Source: an optimization exercise on an open RTL-to-GDS flow (aim: small area, a short achievable clock period and few clock cycles). Production flows keep margins and buffers that such runs may drop. In this exercise RTL edits were held to simulation tests only and were not proved equivalent to the original. The clock port is modelled as an ideal driver; clocking choices that lean on that would not hold on a real chip. Power and IR drop assume default switching activity.

==> flow/design.v <==
`default_nettype none
module axil_bridge_fifo #(
  parameter int W = 32
) (
  input  logic         clk,
  input  logic         clr,       
  input  logic         push,
  input  logic         pop,       
  input  logic [W-1:0] din,
  output logic [W-1:0] head,
  output logic         hv,        
  output logic         room       
);
  logic [W-1:0] mem_q [7];
  logic [W-1:0] head_q, head_nxt;
  logic [2:0]   wp_q, rp_q;
  logic [6:0]   occ_q, occ_d;
  logic         hv_q, room_q;
  logic         pop_e, mem_nz, m2h, d2m, hv_d, head_ld;
  assign pop_e   = pop && hv_q;
  assign mem_nz  = occ_q[0];
  assign m2h     = pop_e && mem_nz;
  assign d2m     = push && hv_q && !(pop_e && !mem_nz);
  assign hv_d    = m2h || push || (hv_q && !pop_e);
  assign head_ld = m2h || !hv_q || pop_e;
  always_comb begin
    occ_d = occ_q;
    if (d2m && !m2h) occ_d = {occ_q[5:0], 1'b1};
    if (m2h && !d2m) occ_d = {1'b0, occ_q[6:1]};
  end
  logic [2:0] hsel;
  assign hsel = m2h ? rp_q : 3'd7;
  always_comb begin
    case (hsel)
      3'd0: head_nxt = mem_q[0];
      3'd1: head_nxt = mem_q[1];
      3'd2: head_nxt = mem_q[2];
      3'd3: head_nxt = mem_q[3];
      3'd4: head_nxt = mem_q[4];
      3'd5: head_nxt = mem_q[5];
      3'd6: head_nxt = mem_q[6];
      default: head_nxt = din;
    endcase
  end
  always_ff @(posedge clk) begin
    if (!occ_q[6]) mem_q[wp_q] <= din;
    if (head_ld) head_q <= head_nxt;
  end
  always_ff @(posedge clk) begin
    if (clr) begin
      wp_q   <= '0;
      rp_q   <= '0;
      occ_q  <= '0;
      hv_q   <= 1'b0;
      room_q <= 1'b1;
    end else begin
      if (d2m) wp_q <= (wp_q == 3'd6) ? 3'd0 : wp_q + 3'd1;
      if (m2h) rp_q <= (rp_q == 3'd6) ? 3'd0 : rp_q + 3'd1;
      occ_q  <= occ_d;
      hv_q   <= hv_d;
      room_q <= !(hv_d && occ_d[6]);
    end
  end
  assign head = head_q;
  assign hv   = hv_q;
  assign room = room_q;
endmodule
module axi_lite_multi_channel_stream_bridge #(
  parameter int NUM_CHANNELS = 4,
  parameter int WORD_WIDTH   = 32,
  parameter int FIFO_DEPTH   = 8,
  parameter int ADDR_WIDTH   = 8
) (
  input  logic                               S_AXI_ACLK,
  input  logic                               S_AXI_ARESETN,
  input  logic [ADDR_WIDTH-1:0]              s_axi_awaddr,
  input  logic [2:0]                         s_axi_awprot,
  input  logic                               s_axi_awvalid,
  output logic                               s_axi_awready,
  input  logic [31:0]                        s_axi_wdata,
  input  logic [3:0]                         s_axi_wstrb,
  input  logic                               s_axi_wvalid,
  output logic                               s_axi_wready,
  output logic [1:0]                         s_axi_bresp,
  output logic                               s_axi_bvalid,
  input  logic                               s_axi_bready,
  input  logic [ADDR_WIDTH-1:0]              s_axi_araddr,
  input  logic [2:0]                         s_axi_arprot,
  input  logic                               s_axi_arvalid,
  output logic                               s_axi_arready,
  output logic [31:0]                        s_axi_rdata,
  output logic [1:0]                         s_axi_rresp,
  output logic                               s_axi_rvalid,
  input  logic                               s_axi_rready,
  output logic [NUM_CHANNELS*WORD_WIDTH-1:0] tx_data,
  output logic [NUM_CHANNELS-1:0]            tx_valid,
  input  logic [NUM_CHANNELS-1:0]            tx_ready,
  input  logic [NUM_CHANNELS*WORD_WIDTH-1:0] rx_data,
  input  logic [NUM_CHANNELS-1:0]            rx_valid,
  output logic [NUM_CHANNELS-1:0]            rx_ready,
  output logic                               array_enable,
  input  logic                               array_halted
);
  localparam logic [1:0] RESP_OKAY   = 2'b00;
  localparam logic [1:0] RESP_SLVERR = 2'b10;
  localparam logic [1:0] RESP_DECERR = 2'b11;
  logic rst;
  assign rst = !S_AXI_ARESETN;
  logic        awready_q, wready_q, bvalid_q;
  logic [1:0]  bresp_q;
  logic [5:0]  awidx_q;
  logic [31:0] wdata_q;
  logic        wstrb0_q, ctrl_q, enable_q, flush;
  logic [NUM_CHANNELS-1:0] txpush_q, txpush_d;
  logic        aw_hs, w_hs, complete;
  logic [5:0]  widx;
  logic [1:0]  wresp;
  logic [NUM_CHANNELS-1:0] tx_hv, tx_room, rx_hv, rx_room, rxpop_q, rxpop_d;
  logic [WORD_WIDTH-1:0]   rx_head [NUM_CHANNELS];
  assign aw_hs    = s_axi_awvalid && awready_q;
  assign w_hs     = s_axi_wvalid && wready_q;
  assign complete = (aw_hs || !awready_q) && (w_hs || !wready_q) && !bvalid_q;
  assign widx     = awready_q ? s_axi_awaddr[7:2] : awidx_q;
  always_comb begin
    wresp = RESP_DECERR;
    if (widx[3:2] == 2'b00) begin
      case (widx[5:4])
        2'b00:   wresp = RESP_OKAY;
        2'b01:   wresp = tx_room[widx[1:0]] ? RESP_OKAY : RESP_SLVERR;
        2'b10:   wresp = RESP_OKAY;
        default: wresp = RESP_DECERR;
      endcase
    end
  end
  always_comb begin
    for (int c = 0; c < NUM_CHANNELS; c++)
      txpush_d[c] = complete && (widx == (6'h10 + 6'(c))) && tx_room[c];
  end
  always_ff @(posedge S_AXI_ACLK) begin
    if (rst) begin
      awready_q <= 1'b1;
      wready_q  <= 1'b1;
      bvalid_q  <= 1'b0;
      txpush_q  <= '0;
      ctrl_q    <= 1'b0;
      enable_q  <= 1'b0;
    end else begin
      if (aw_hs) awready_q <= 1'b0;
      if (w_hs)  wready_q  <= 1'b0;
      if (complete) bvalid_q <= 1'b1;
      if (bvalid_q && s_axi_bready) begin
        bvalid_q  <= 1'b0;
        awready_q <= 1'b1;
        wready_q  <= 1'b1;
      end
      txpush_q <= txpush_d;
      ctrl_q   <= complete && (widx == 6'd0);
      if (ctrl_q && wstrb0_q) enable_q <= wdata_q[0];
    end
  end
  always_ff @(posedge S_AXI_ACLK) begin
    if (complete) bresp_q <= wresp;
    if (awready_q) awidx_q <= s_axi_awaddr[7:2];
    if (wready_q) begin
      wdata_q  <= s_axi_wdata;
      wstrb0_q <= s_axi_wstrb[0];
    end
  end
  assign flush = ctrl_q && wstrb0_q && wdata_q[1];
  assign s_axi_awready = awready_q;
  assign s_axi_wready  = wready_q;
  assign s_axi_bvalid  = bvalid_q;
  assign s_axi_bresp   = bresp_q;
  assign array_enable  = enable_q;
  generate
    for (genvar c = 0; c < NUM_CHANNELS; c++) begin : g_ch
      axil_bridge_fifo #(.W(WORD_WIDTH)) u_tx (
        .clk (S_AXI_ACLK),
        .clr (rst || flush),
        .push(txpush_q[c]),
        .pop (tx_ready[c]),
        .din (wdata_q[WORD_WIDTH-1:0]),
        .head(tx_data[c*WORD_WIDTH +: WORD_WIDTH]),
        .hv  (tx_hv[c]),
        .room(tx_room[c])
      );
      axil_bridge_fifo #(.W(WORD_WIDTH)) u_rx (
        .clk (S_AXI_ACLK),
        .clr (rst || flush),
        .push(rx_valid[c] && rx_room[c]),
        .pop (rxpop_q[c]),
        .din (rx_data[c*WORD_WIDTH +: WORD_WIDTH]),
        .head(rx_head[c]),
        .hv  (rx_hv[c]),
        .room(rx_room[c])
      );
    end
  endgenerate
  assign tx_valid = tx_hv;
  assign rx_ready = rx_room;
  logic        arready_q, rvalid_q;
  logic [1:0]  rresp_q, rresp_d;
  logic [31:0] rdata_q, rdata_d;
  logic [5:0]  ridx;
  logic        ar_hs;
  assign ar_hs = s_axi_arvalid && arready_q;
  assign ridx  = s_axi_araddr[7:2];
  always_comb begin
    rresp_d = RESP_DECERR;
    rdata_d = '0;
    rxpop_d = '0;
    if (ridx[3:2] == 2'b00) begin
      case (ridx[5:4])
        2'b00: begin
          rresp_d = RESP_OKAY;
          case (ridx[1:0])
            2'd0:    rdata_d[0] = enable_q;
            2'd1:    rdata_d[2:0] = {|rx_hv, |tx_hv, array_halted};
            2'd2:    rdata_d[NUM_CHANNELS-1:0] = ~tx_room;
            default: rdata_d[NUM_CHANNELS-1:0] = ~rx_hv;
          endcase
        end
        2'b01: rresp_d = RESP_OKAY;
        2'b10: begin
          rresp_d = rx_hv[ridx[1:0]] ? RESP_OKAY : RESP_SLVERR;
          for (int c = 0; c < NUM_CHANNELS; c++)
            if (ridx[1:0] == 2'(c) && rx_hv[c]) begin
              rdata_d    = rx_head[c];
              rxpop_d[c] = ar_hs;
            end
        end
        default: rresp_d = RESP_DECERR;
      endcase
    end
  end
  always_ff @(posedge S_AXI_ACLK) begin
    if (rst) begin
      arready_q <= 1'b1;
      rvalid_q  <= 1'b0;
      rxpop_q   <= '0;
    end else begin
      rxpop_q <= rxpop_d;
      if (ar_hs) begin
        arready_q <= 1'b0;
        rvalid_q  <= 1'b1;
      end
      if (rvalid_q && s_axi_rready) begin
        rvalid_q  <= 1'b0;
        arready_q <= 1'b1;
      end
    end
  end
  always_ff @(posedge S_AXI_ACLK) begin
    rdata_q <= ({32{arready_q}} & rdata_d) | ({32{!arready_q}} & rdata_q);
    rresp_q <= ({2{arready_q}} & rresp_d) | ({2{!arready_q}} & rresp_q);
  end
  assign s_axi_arready = arready_q;
  assign s_axi_rvalid  = rvalid_q;
  assign s_axi_rresp   = rresp_q;
  assign s_axi_rdata   = rdata_q;
  logic unused;
  assign unused = ^{s_axi_awprot, s_axi_arprot, s_axi_wstrb[3:1],
                    s_axi_awaddr[1:0], s_axi_araddr[1:0]};
endmodule
`default_nettype wire
==> flow/config.mk <==
export PLATFORM = sky130hd
export DESIGN_NAME = axi_lite_multi_channel_stream_bridge
export DESIGN_NICKNAME = axi_lite_multi_channel_stream_bridge
export VERILOG_FILES = /design/flow/design.v
export SDC_FILE = /design/flow/constraint.sdc
export NUM_CORES = 4
export LEC_CHECK = 0
export CAP_MARGIN = 20
export CORE_MARGIN = 2
export CORE_UTILIZATION = 70
export CTS_CLUSTER_DIAMETER = 80
export CTS_CLUSTER_SIZE = 25
export PLACE_DENSITY = 0.8
export SETUP_SLACK_MARGIN = 3.0
export SLEW_MARGIN = 20
export CTS_ARGS = -sink_clustering_enable -repair_clock_nets -dont_use_dummy_load -sink_clustering_size 25 -sink_clustering_max_diameter 80
export BUFFER_PORTS_ARGS = -buffer_cell sky130_fd_sc_hd__buf_2
export POST_CTS_TCL = /design/flow/flow/split_root.tcl
==> flow/constraint.sdc <==
create_clock -name core_clock -period 5.0 [get_ports {S_AXI_ACLK}]
set_input_delay 1.0000 -clock core_clock [delete_from_list [all_inputs] [get_ports {S_AXI_ACLK}]]
set_output_delay 1.0000 -clock core_clock [all_outputs]
set_load 0.01 [all_outputs]
standard.sh (not shown) runs the stock make flow with config.mk's settings and CLKGATE_MAP_FILE= SYNTH_SCRIPT=/design/flow/synth_recipe.tcl, a recipe that flattens the netlist after the stock synthesis.
==> flow/flow/run.sh <==
#!/bin/bash
# Own layout flow: the standard ORFS flow (standard.sh, unchanged synthesis)
# with these placement/CTS changes:
#  - after CTS (POST_CTS hook, flow/split_root.tcl) the single root buffer is
#    replaced by four, each driven by the clock port and feeding a quarter of
#    the second-level clock buffers (shorter insertion delay for every flop);
#  - ports buffered with buf_2 instead of the default delay-cell buffer.
# Every tool's output goes to logs in this folder (standard_flow.log, orfs/logs).
set -euo pipefail
here=$(pwd)
cat >> config.mk <<EOC
export CTS_ARGS = -sink_clustering_enable -repair_clock_nets -dont_use_dummy_load -sink_clustering_size 25 -sink_clustering_max_diameter 80
export BUFFER_PORTS_ARGS = -buffer_cell sky130_fd_sc_hd__buf_2
export POST_CTS_TCL = $here/flow/split_root.tcl
EOC
bash standard.sh > standard_flow.log 2>&1
Other scripts of this flow, unchanged in this note and not shown: flow/flow/split_root.tcl
The first run finished with timing, DRC and antenna clean.
Testbench counts at the start, summed over its fixed seeds: cycles 4,814.
Rerun with:
- SETUP_SLACK_MARGIN: 3.0 -> 2.8
Outcome:
- The new run passed the timing, DRC and antenna checks
- design area goes down by a few percent
- worst setup slack loses 0.0045 ns
- clock skew rises by 0.0047 ns
- routed wire length fell by a few percent
- synthesized cell count does not change
- cell count shrinks by a few percent

Starts from the design.v that is shown in full above.
export LEC_CHECK = 0
export CAP_MARGIN = 20
export CORE_MARGIN = 2
export CORE_UTILIZATION = 70
export CTS_CLUSTER_DIAMETER = 80
export CTS_CLUSTER_SIZE = 25
export PLACE_DENSITY = 0.8
export SETUP_SLACK_MARGIN = 2.8
export SLEW_MARGIN = 20
export CTS_ARGS = -sink_clustering_enable -repair_clock_nets -dont_use_dummy_load -sink_clustering_size 25 -sink_clustering_max_diameter 80
export BUFFER_PORTS_ARGS = -buffer_cell sky130_fd_sc_hd__buf_2
create_clock -name core_clock -period 5.0 [get_ports {S_AXI_ACLK}]
==> flow/flow/run.sh <==
#!/bin/bash
# Own layout flow: the standard ORFS flow (standard.sh, unchanged synthesis)
# with two placement/CTS options changed:
#  - ports buffered with buf_2 instead of the default delay-cell buffer.
# Every tool's output goes to logs in this folder (standard_flow.log, orfs/logs).
set -euo pipefail
cat >> config.mk <<'EOC'
export CTS_ARGS = -sink_clustering_enable -repair_clock_nets -dont_use_dummy_load -sink_clustering_size 25 -sink_clustering_max_diameter 80
export BUFFER_PORTS_ARGS = -buffer_cell sky130_fd_sc_hd__buf_2
EOC
bash standard.sh > standard_flow.log 2>&1
Testbench counts at the start, summed over its fixed seeds: cycles 4,814.
Change:
==> flow/run.sh (new file) <==
#!/bin/bash
# synth_recipe.tcl (not shown) runs the flow's synth.tcl, then flattens the netlist and writes it again
# the make line also repeats each setting of config.mk as NAME=value (left out here)
make -C /OpenROAD-flow-scripts/flow DESIGN_CONFIG=/design/flow/config.mk WORK_HOME=/design/flow/orfs CLKGATE_MAP_FILE= SYNTH_SCRIPT=/design/flow/synth_recipe.tcl finish
BUFFER_PORTS_ARGS = unset   (was -buffer_cell sky130_fd_sc_hd__buf_2)
CTS_ARGS = unset   (was -sink_clustering_enable -repair_clock_nets -dont_use_dummy_load -sink_clustering_size 25 -sink_clustering_max_diameter 80)
SETUP_SLACK_MARGIN = 3.0   (was 2.8)
removed: flow/flow/run.sh
removed: flow/standard.sh
=> Sequential power hardly moves. Cell area increases by 5.3%. Setup slack is worse by 50 ps. Die area stays the same.
Change:
==> flow/flow/run.sh (new file) <==
#!/bin/bash
# Own layout flow: the standard ORFS flow (standard.sh, unchanged synthesis)
# with two placement/CTS options changed:
#  - ports buffered with buf_2 instead of the default delay-cell buffer.
# Every tool's output goes to logs in this folder (standard_flow.log, orfs/logs).
set -euo pipefail
cat >> config.mk <<'EOC'
export CTS_ARGS = -sink_clustering_enable -repair_clock_nets -dont_use_dummy_load -sink_clustering_size 25 -sink_clustering_max_diameter 80
export BUFFER_PORTS_ARGS = -buffer_cell sky130_fd_sc_hd__buf_2
EOC
bash standard.sh > standard_flow.log 2>&1
==> flow/standard.sh (new file) <==
#!/bin/bash
# synth_recipe.tcl (not shown) runs the flow's synth.tcl, then flattens the netlist and writes it again
# the make line also repeats each setting of config.mk as NAME=value (left out here)
make -C /OpenROAD-flow-scripts/flow DESIGN_CONFIG=/design/flow/config.mk WORK_HOME=/design/flow/orfs CLKGATE_MAP_FILE= SYNTH_SCRIPT=/design/flow/synth_recipe.tcl "${@:-finish}"
BUFFER_PORTS_ARGS = -buffer_cell sky130_fd_sc_hd__buf_2   (was unset)
CTS_ARGS = -sink_clustering_enable -repair_clock_nets -dont_use_dummy_load -sink_clustering_size 25 -sink_clustering_max_diameter 80   (was unset)
removed: flow/run.sh
The new run completed without violations.
Worst setup slack is better by 65 ps.
Final cell count came out lower slightly.
Synthesized cell count does not change.
First-iteration DRC count is lower by a few percent.

axi_lite_multi_channel_stream_bridge, a different RTL version from the one above (not shown whole).
Size: about 4600 cells after synthesis, ~2300 flip-flops, ~85000 um2 of cells after synthesis.
export LEC_CHECK = 0
export CAP_MARGIN = 20
export CORE_MARGIN = 2
export CORE_UTILIZATION = 70
export CTS_CLUSTER_DIAMETER = 80
export CTS_CLUSTER_SIZE = 25
export PLACE_DENSITY = 0.8
export SETUP_SLACK_MARGIN = 2.7
export SLEW_MARGIN = 20
export CTS_ARGS = -sink_clustering_enable -repair_clock_nets -dont_use_dummy_load -sink_clustering_size 25 -sink_clustering_max_diameter 80
export BUFFER_PORTS_ARGS = -buffer_cell sky130_fd_sc_hd__buf_2
create_clock -name core_clock -period 5.0 [get_ports {S_AXI_ACLK}]
==> flow/flow/run.sh <==
#!/bin/bash
# Own layout flow: the standard ORFS flow (standard.sh, unchanged synthesis)
# with two placement/CTS options changed:
#  - ports buffered with buf_2 instead of the default delay-cell buffer.
# Every tool's output goes to logs in this folder (standard_flow.log, orfs/logs).
set -euo pipefail
cat >> config.mk <<'EOC'
export CTS_ARGS = -sink_clustering_enable -repair_clock_nets -dont_use_dummy_load -sink_clustering_size 25 -sink_clustering_max_diameter 80
export BUFFER_PORTS_ARGS = -buffer_cell sky130_fd_sc_hd__buf_2
EOC
bash standard.sh > standard_flow.log 2>&1
Testbench counts at the start, summed over its fixed seeds: cycles 4,814.
Rerun with:
SETUP_SLACK_MARGIN = 3.0   (was 2.7)
Effect:
- worst setup slack is worse by 0.035 ns
- global-route usage rises by 1.7 points
- die area does not change
- count of clock-buffer cells in the layout stays the same
- via count went up by a few percent

-- separate check: timing with driven ports --
No port has a modelled driver above. Below, the same layouts with a new extraction and two added sets of constraints. Step 1 assumes that a clkbuf_16 drives the clock port and a buf_2 every other input. Step 2 adds t to the input delays and takes it off the output delays; t is the mean of the earliest and latest rising clock arrival at the registers after step 1. Input paths then give back, and output paths get back, about the clock's delay inside the block. Slacks: ideal / step 1 / step 2; pairs: ideal / step 1.
| run | t (ns) | setup slack, ns | hold slack, ns | worst register clock-pin slew, ns |
|---|---|---|---|---|
| the first run of note 1 | 0.730 | 2.706 / 2.544 / 2.116 | 0.497 / 0.452 / 0.497 | 0.10 / 0.10 |
| the second run of note 1 | 0.720 | 2.702 / 2.542 / 2.148 | 0.484 / 0.473 / 0.484 | 0.10 / 0.10 |
| the first run of note 2 | 0.780 | 2.545 / 2.464 / 1.994 | 0.460 / 0.405 / 0.492 | 0.10 / 0.10 |
| the second run of note 2 | 0.801 | 2.495 / 2.414 / 2.116 | 0.517 / 0.517 / 0.517 | 0.11 / 0.11 |
| the third run of note 2 | 0.793 | 2.560 / 2.476 / 2.046 | 0.446 / 0.391 / 0.498 | 0.10 / 0.10 |
| the first run of note 3 | 0.775 | 2.598 / 2.523 / 1.873 | 0.450 / 0.399 / 0.465 | 0.10 / 0.10 |
| the second run of note 3 | 0.782 | 2.563 / 2.481 / 2.043 | 0.456 / 0.400 / 0.480 | 0.10 / 0.10 |
After both steps setup and hold are still met in every run listed. For the first run of note 3, which loses most, drivers alone change the setup slack by -0.075 ns; drivers and shift together by -0.725 ns.
